From an optimization exercise on the open Yosys and OpenROAD flow, aimed at small area; shortcuts taken in it are not production practice.
RTL that was checked went through simulation tests only; none was proved equivalent to the original.
No activity file was given, so power comes from the tool's default toggle rates.

==> flow/design.v <==
`default_nettype none
package dd_pkg;
	typedef logic [1:0] chan_idx_t;
	typedef logic [12:0] fifo_usedw_t;
	typedef logic [24:0] ddr_count_t;
	typedef logic [15:0] xfer_bytes_t;
	typedef logic [31:0] fdma_addr_t;
	typedef logic [31:0] word_t;
	typedef enum logic [1:0] {
		IDLE,
		WAIT_ACK,
		WAIT_OVER
	} sched_state_e;
endpackage
`default_nettype wire
`default_nettype none
module dd_fa (
	input wire logic a,
	input wire logic b,
	input wire logic ci,
	output logic s,
	output logic co
);
	assign s = a ^ b ^ ci;
	assign co = (a & b) | (a & ci) | (b & ci);
endmodule
module dd_ha (
	input wire logic a,
	input wire logic b,
	output logic s,
	output logic co
);
	assign s = a ^ b;
	assign co = a & b;
endmodule
`default_nettype wire
`default_nettype none
module dd_top (
	input wire logic clk_i,
	input wire logic rst_rd_flag1,
	input wire logic [4-1:0] rxd_ena_i,
	input wire logic [4*13-1:0] fifo_usedw_i,
	input wire logic [4*32-1:0] fifo_rd_data_i,
	output logic [4-1:0] fifo_rd_req_o,
	input wire logic [4*25-1:0] clr_usedw_i,
	output logic [4*25-1:0] ddr_usedw_o,
	output logic [31:0] fdma_waddr_o,
	output logic [15:0] fdma_wsize_o,
	output logic fdma_wareq_o,
	input wire logic fdma_wbusy_i,
	output logic [31:0] fdma_wdata_o,
	input wire logic fdma_wvalid_i
);
	localparam logic [1:0] S_IDLE = 2'b00;
	localparam logic [1:0] S_WACK = 2'b01;
	localparam logic [1:0] S_WOVER = 2'b10;
	localparam logic [1:0] S_IDLEP = 2'b11;
	logic [1:0] st_q;
	logic busy_q;
	logic wareq_q;
	logic [3:0] gsel_q;
	logic [10:0] size_q;
	logic [3:0] pval_q;
	logic [22:0] ptr_q [4];
	logic [24:0] usedw_q [4];
	logic [3:0] ready;
	logic [10:0] words [4];
	always_comb begin
		for (int c = 0; c < 4; c++) begin
			ready[c] = (|fifo_usedw_i[c*13+10 +: 3])
				|| ((|fifo_usedw_i[c*13 +: 10]) && !rxd_ena_i[c]);
			words[c] = (|fifo_usedw_i[c*13+10 +: 3]) ? 11'd1024
				: {1'b0, fifo_usedw_i[c*13 +: 10]};
		end
	end
	logic [3:0] gnt;
	assign gnt[0] = ready[0];
	assign gnt[1] = ready[1] && !ready[0];
	assign gnt[2] = ready[2] && !(|ready[1:0]);
	assign gnt[3] = ready[3] && !(|ready[2:0]);
	logic [10:0] gnt_words;
	always_comb begin
		gnt_words = '0;
		for (int c = 0; c < 4; c++)
			gnt_words = gnt_words | (gnt[c] ? words[c] : 11'd0);
	end
	logic idle;
	logic grant;
	logic busy_rise;
	logic busy_fall;
	logic over_fall;
	assign idle = (st_q == S_IDLE) || (st_q == S_IDLEP);
	assign grant = idle && (|ready) && !fdma_wbusy_i;
	assign busy_rise = !busy_q && fdma_wbusy_i;
	assign busy_fall = busy_q && !fdma_wbusy_i;
	assign over_fall = (st_q == S_WOVER) && busy_q && !fdma_wbusy_i;
	logic [22:0] cur_ptr;
	logic [22:0] ptr_sum;
	logic [22:0] ptr_next;
	always_comb begin
		cur_ptr = '0;
		for (int c = 0; c < 4; c++)
			cur_ptr = cur_ptr | ((gsel_q[c] && pval_q[c]) ? ptr_q[c] : 23'd0);
	end
	assign ptr_sum = cur_ptr + 23'(size_q);
	assign ptr_next = (&ptr_sum[22:18]) ? 23'd0 : ptr_sum;
	always_ff @(posedge clk_i or negedge rst_rd_flag1) begin
		if (!rst_rd_flag1) begin
			busy_q <= 1'b0;
		end else begin
			busy_q <= fdma_wbusy_i;
		end
	end
	always_ff @(posedge clk_i or negedge rst_rd_flag1) begin
		if (!rst_rd_flag1) begin
			st_q <= S_IDLE;
		end else begin
			case (st_q)
				S_WACK: if (busy_rise) st_q <= S_WOVER;
				S_WOVER: if (busy_fall) st_q <= S_IDLEP;
				default: if (grant) st_q <= S_WACK;
			endcase
		end
	end
	always_ff @(posedge clk_i or negedge rst_rd_flag1) begin
		if (!rst_rd_flag1) begin
			gsel_q <= 4'b0001;
			size_q <= '0;
		end else if (grant) begin
			gsel_q <= gnt;
			size_q <= gnt_words;
		end
	end
	always_ff @(posedge clk_i or negedge rst_rd_flag1) begin
		if (!rst_rd_flag1) begin
			wareq_q <= 1'b0;
		end else begin
			wareq_q <= (st_q == S_WACK) && !fdma_wbusy_i;
		end
	end
	logic wback;
	assign wback = grant && (st_q == S_IDLEP);
	for (genvar g = 0; g < 4; g++) begin : g_chan
		always_ff @(posedge clk_i or negedge rst_rd_flag1) begin
			if (!rst_rd_flag1) begin
				pval_q[g] <= 1'b0;
			end else if (wback && gsel_q[g]) begin
				pval_q[g] <= 1'b1;
			end
		end
		always_ff @(posedge clk_i) begin
			if (wback && gsel_q[g]) begin
				ptr_q[g] <= ptr_next;
			end
		end
		logic [24:0] u, clr, A, x;
		assign u = usedw_q[g];
		assign clr = clr_usedw_i[g*25 +: 25];
		assign A = (over_fall && gsel_q[g]) ? {12'd0, size_q, 2'b00} : 25'd0;
		logic [24:0] nclr, P, s0;
		logic [13:0] K;
		logic [25:0] rc;
		assign nclr = ~clr;
		assign K[2:0] = 3'b000;
		assign P[1:0] = u[1:0];
		assign P[24:13] = u[24:13];
		for (genvar i = 2; i <= 12; i++) begin : g_csa
			dd_fa u_fa (.a(u[i]), .b(nclr[i]), .ci(A[i]), .s(P[i]), .co(K[i+1]));
		end
		assign s0[0] = ~(P[0] ^ nclr[0]);
		assign rc[1] = P[0] | nclr[0];
		dd_fa u_fa1 (.a(P[1]), .b(nclr[1]), .ci(rc[1]), .s(s0[1]), .co(rc[2]));
		dd_ha u_ha2 (.a(P[2]), .b(rc[2]), .s(s0[2]), .co(rc[3]));
		dd_fa u_fa3 (.a(P[3]), .b(K[3]), .ci(rc[3]), .s(s0[3]), .co(rc[4]));
		dd_fa u_fa4 (.a(P[4]), .b(K[4]), .ci(rc[4]), .s(s0[4]), .co(rc[5]));
		dd_fa u_fa5 (.a(P[5]), .b(K[5]), .ci(rc[5]), .s(s0[5]), .co(rc[6]));
		dd_fa u_fa6 (.a(P[6]), .b(K[6]), .ci(rc[6]), .s(s0[6]), .co(rc[7]));
		dd_ha u_ha7 (.a(P[7]), .b(K[7]), .s(s0[7]), .co(rc[8]));
		dd_fa u_fa8 (.a(P[8]), .b(K[8]), .ci(rc[8]), .s(s0[8]), .co(rc[9]));
		dd_fa u_fa9 (.a(P[9]), .b(K[9]), .ci(rc[9]), .s(s0[9]), .co(rc[10]));
		dd_fa u_fa10 (.a(P[10]), .b(K[10]), .ci(rc[10]), .s(s0[10]), .co(rc[11]));
		dd_fa u_fa11 (.a(P[11]), .b(K[11]), .ci(rc[11]), .s(s0[11]), .co(rc[12]));
		dd_fa u_fa12 (.a(P[12]), .b(K[12]), .ci(rc[12]), .s(s0[12]), .co(rc[13]));
		dd_ha u_ha13 (.a(P[13]), .b(nclr[13]), .s(s0[13]), .co(rc[14]));
		dd_fa u_fa14 (.a(P[14]), .b(nclr[14]), .ci(rc[14]), .s(s0[14]), .co(rc[15]));
		dd_fa u_fa15 (.a(P[15]), .b(nclr[15]), .ci(rc[15]), .s(s0[15]), .co(rc[16]));
		dd_fa u_fa16 (.a(P[16]), .b(nclr[16]), .ci(rc[16]), .s(s0[16]), .co(rc[17]));
		dd_fa u_fa17 (.a(P[17]), .b(nclr[17]), .ci(rc[17]), .s(s0[17]), .co(rc[18]));
		dd_fa u_fa18 (.a(P[18]), .b(nclr[18]), .ci(rc[18]), .s(s0[18]), .co(rc[19]));
		dd_ha u_ha19 (.a(P[19]), .b(nclr[19]), .s(s0[19]), .co(rc[20]));
		dd_fa u_fa20 (.a(P[20]), .b(nclr[20]), .ci(rc[20]), .s(s0[20]), .co(rc[21]));
		dd_fa u_fa21 (.a(P[21]), .b(nclr[21]), .ci(rc[21]), .s(s0[21]), .co(rc[22]));
		dd_fa u_fa22 (.a(P[22]), .b(nclr[22]), .ci(rc[22]), .s(s0[22]), .co(rc[23]));
		dd_fa u_fa23 (.a(P[23]), .b(nclr[23]), .ci(rc[23]), .s(s0[23]), .co(rc[24]));
		dd_fa u_fa24 (.a(P[24]), .b(nclr[24]), .ci(rc[24]), .s(s0[24]), .co(rc[25]));
		always_comb begin
			logic ca, cb, t, ao;
			x[6:0] = s0[6:0];
			ca = rc[7];
			ao = 1'b1;
			x[7] = s0[7] ^ (ca & ao);
			ao = ao & s0[7];
			x[8] = s0[8] ^ (ca & ao);
			ao = ao & s0[8];
			x[9] = s0[9] ^ (ca & ao);
			ao = ao & s0[9];
			x[10] = s0[10] ^ (ca & ao);
			ao = ao & s0[10];
			x[11] = s0[11] ^ (ca & ao);
			ao = ao & s0[11];
			x[12] = s0[12] ^ (ca & ao);
			ao = ao & s0[12];
			ca = rc[13] | (ca & ao);
			cb = K[13];
			x[13] = s0[13] ^ ca ^ cb;
			t = (s0[13] & ca) | (s0[13] & cb) | (ca & cb);
			ao = 1'b1;
			x[14] = s0[14] ^ (t & ao);
			ao = ao & s0[14];
			x[15] = s0[15] ^ (t & ao);
			ao = ao & s0[15];
			x[16] = s0[16] ^ (t & ao);
			ao = ao & s0[16];
			x[17] = s0[17] ^ (t & ao);
			ao = ao & s0[17];
			x[18] = s0[18] ^ (t & ao);
			ao = ao & s0[18];
			ca = rc[19];
			cb = t & ao;
			x[19] = s0[19] ^ ca ^ cb;
			t = (s0[19] & ca) | (s0[19] & cb) | (ca & cb);
			ao = 1'b1;
			x[20] = s0[20] ^ (t & ao);
			ao = ao & s0[20];
			x[21] = s0[21] ^ (t & ao);
			ao = ao & s0[21];
			x[22] = s0[22] ^ (t & ao);
			ao = ao & s0[22];
			x[23] = s0[23] ^ (t & ao);
			ao = ao & s0[23];
			x[24] = s0[24] ^ (t & ao);
			ao = ao & s0[24];
			ca = rc[25];
			cb = t & ao;
		end
		always_ff @(posedge clk_i or negedge rst_rd_flag1) begin
			if (!rst_rd_flag1) begin
				usedw_q[g] <= '0;
			end else begin
				usedw_q[g] <= x;
			end
		end
		assign ddr_usedw_o[g*25 +: 25] = usedw_q[g];
	end
	assign fdma_wareq_o = wareq_q;
	assign fdma_wsize_o = {5'd0, size_q};
	assign fdma_waddr_o = {5'b00110, gsel_q[3] | gsel_q[2], gsel_q[3] | gsel_q[1], cur_ptr, 2'b00};
	always_comb begin
		fdma_wdata_o = '0;
		for (int c = 0; c < 4; c++)
			fdma_wdata_o = fdma_wdata_o | (gsel_q[c] ? fifo_rd_data_i[c*32 +: 32] : 32'd0);
		fifo_rd_req_o = gsel_q & {4{fdma_wvalid_i}};
	end
endmodule
`default_nettype wire
==> flow/config.mk <==
export PLATFORM = sky130hd
export DESIGN_NAME = dd_top
export DESIGN_NICKNAME = dd_top
export VERILOG_FILES = /design/flow/design.v
export SDC_FILE = /design/flow/constraint.sdc
export NUM_CORES = 4
export LEC_CHECK = 0
export CAP_MARGIN = 20
export CORE_MARGIN = 2
export CORE_UTILIZATION = 40
export SLEW_MARGIN = 20
export SYNTH_HIERARCHICAL = 1
==> flow/constraint.sdc <==
create_clock -name core_clock -period 6.0 [get_ports {clk_i}]
set_input_delay 1.2000 -clock core_clock [delete_from_list [all_inputs] [get_ports {clk_i}]]
set_output_delay 1.2000 -clock core_clock [all_outputs]
set_load 0.01 [all_outputs]
standard.sh (not shown) runs the stock make flow with config.mk's settings and CLKGATE_MAP_FILE= SYNTH_SCRIPT=/design/flow/synth_recipe.tcl, a recipe that flattens the netlist after the stock synthesis.
==> flow/flow/run.sh <==
#!/bin/bash
# Standard ORFS layout with two changes: the port buffers use the smallest
# buffer cell, and clock tree synthesis uses larger sink clusters without
# dummy loads.
set -euo pipefail
bash standard.sh \
  'BUFFER_PORTS_ARGS=-buffer_cell sky130_fd_sc_hd__buf_1' \
  'CTS_ARGS=-sink_clustering_enable -repair_clock_nets -buf_list sky130_fd_sc_hd__clkbuf_4 -sink_clustering_size 10 -sink_clustering_max_diameter 50 -dont_use_dummy_load' \
  finish > standard_make.log 2>&1
Then changed:
--- a/flow/design.v
+++ b/flow/design.v
@@ -103,6 +103,33 @@
 			cur_ptr = cur_ptr | ((gsel_q[c] && pval_q[c]) ? ptr_q[c] : 23'd0);
 	end
-	assign ptr_sum = cur_ptr + 23'(size_q);
-	assign ptr_next = (&ptr_sum[22:18]) ? 23'd0 : ptr_sum;
+	logic [11:0] pc;
+	logic [10:0] ps0;
+	logic pc_lo;
+	logic pao;
+	logic ptr_wrap;
+	dd_ha u_pha0 (.a(cur_ptr[0]), .b(size_q[0]), .s(ps0[0]), .co(pc[1]));
+	for (genvar i = 1; i <= 5; i++) begin : g_pfa_lo
+		dd_fa u_pfa (.a(cur_ptr[i]), .b(size_q[i]), .ci(pc[i]), .s(ps0[i]), .co(pc[i+1]));
+	end
+	dd_ha u_pha6 (.a(cur_ptr[6]), .b(size_q[6]), .s(ps0[6]), .co(pc[7]));
+	for (genvar i = 7; i <= 10; i++) begin : g_pfa_hi
+		dd_fa u_pfa (.a(cur_ptr[i]), .b(size_q[i]), .ci(pc[i]), .s(ps0[i]), .co(pc[i+1]));
+	end
+	always_comb begin
+		ptr_sum[5:0] = ps0[5:0];
+		pao = 1'b1;
+		for (int i = 6; i <= 10; i++) begin
+			ptr_sum[i] = ps0[i] ^ (pc[6] & pao);
+			pao = pao & ps0[i];
+		end
+		pc_lo = pc[11] | (pc[6] & pao);
+		pao = 1'b1;
+		for (int i = 11; i <= 22; i++) begin
+			ptr_sum[i] = cur_ptr[i] ^ (pc_lo & pao);
+			pao = pao & cur_ptr[i];
+		end
+	end
+	assign ptr_wrap = &ptr_sum[22:18];
+	assign ptr_next = ptr_sum;
 	always_ff @(posedge clk_i or negedge rst_rd_flag1) begin
 		if (!rst_rd_flag1) begin
@@ -146,5 +173,5 @@
 				pval_q[g] <= 1'b0;
 			end else if (wback && gsel_q[g]) begin
-				pval_q[g] <= 1'b1;
+				pval_q[g] <= !ptr_wrap;
 			end
 		end
@@ -176,6 +203,6 @@
 		dd_fa u_fa5 (.a(P[5]), .b(K[5]), .ci(rc[5]), .s(s0[5]), .co(rc[6]));
 		dd_fa u_fa6 (.a(P[6]), .b(K[6]), .ci(rc[6]), .s(s0[6]), .co(rc[7]));
-		dd_ha u_ha7 (.a(P[7]), .b(K[7]), .s(s0[7]), .co(rc[8]));
-		dd_fa u_fa8 (.a(P[8]), .b(K[8]), .ci(rc[8]), .s(s0[8]), .co(rc[9]));
+		dd_fa u_fa7 (.a(P[7]), .b(K[7]), .ci(rc[7]), .s(s0[7]), .co(rc[8]));
+		dd_ha u_ha8 (.a(P[8]), .b(K[8]), .s(s0[8]), .co(rc[9]));
 		dd_fa u_fa9 (.a(P[9]), .b(K[9]), .ci(rc[9]), .s(s0[9]), .co(rc[10]));
 		dd_fa u_fa10 (.a(P[10]), .b(K[10]), .ci(rc[10]), .s(s0[10]), .co(rc[11]));
@@ -196,9 +223,7 @@
 		always_comb begin
 			logic ca, cb, t, ao;
-			x[6:0] = s0[6:0];
-			ca = rc[7];
+			x[7:0] = s0[7:0];
+			ca = rc[8];
 			ao = 1'b1;
-			x[7] = s0[7] ^ (ca & ao);
-			ao = ao & s0[7];
 			x[8] = s0[8] ^ (ca & ao);
 			ao = ao & s0[8];
Worst hold slack gains 48 ps.
Combinational power went down by about a fifth.
Clock-buffer cell count went down by 3.
Total power went down by roughly a tenth.
Area after synthesis went down slightly.
First-iteration DRC count went up by about a fifth.
Worst setup slack loses 120 ps.
Via count went down slightly.
Register-to-register slack loses 120 ps.
Critical path depth stays the same.
Synthesized cell count went down by a few percent.
Non-clock buffer count went down by 3.
Cell area went down by a few percent.
No functional check of the RTL was part of the first run of this note.

[afterwards: timing with drivers on the ports]
How much do the figures lean on ideal ports? The routed layouts below were timed once more, with nothing changed but the port constraints. Step 1: set_driving_cell puts a clkbuf_16 on clk_i and a buf_2 on each other input, an assumption about the parent block. Step 2 times the ports against the registers' clock, not the clock port: input delays grow and output delays shrink by t, the midpoint of the rising clock arrivals with the driver on. Three values: ideal ports, drivers, drivers and shift; two values: the first two.
run	t, ns	setup slack, ns	hold WS [ns]	clock arrival spread, ns	worst slew at a driven data input, ns
the first run	0.653	0.375 / 0.375 / -0.257	0.420 / 0.392 / 0.591	0.121 / 0.121	0.10
the second run	0.734	0.257 / 0.257 / -0.380	0.469 / 0.447 / 0.588	0.057 / 0.057	0.12
Met with ideal ports but missed after step 2: setup timing in the first run and the second run. For the second run, which loses most, drivers alone change the setup slack by 0.000 ns; drivers and shift together by -0.637 ns.
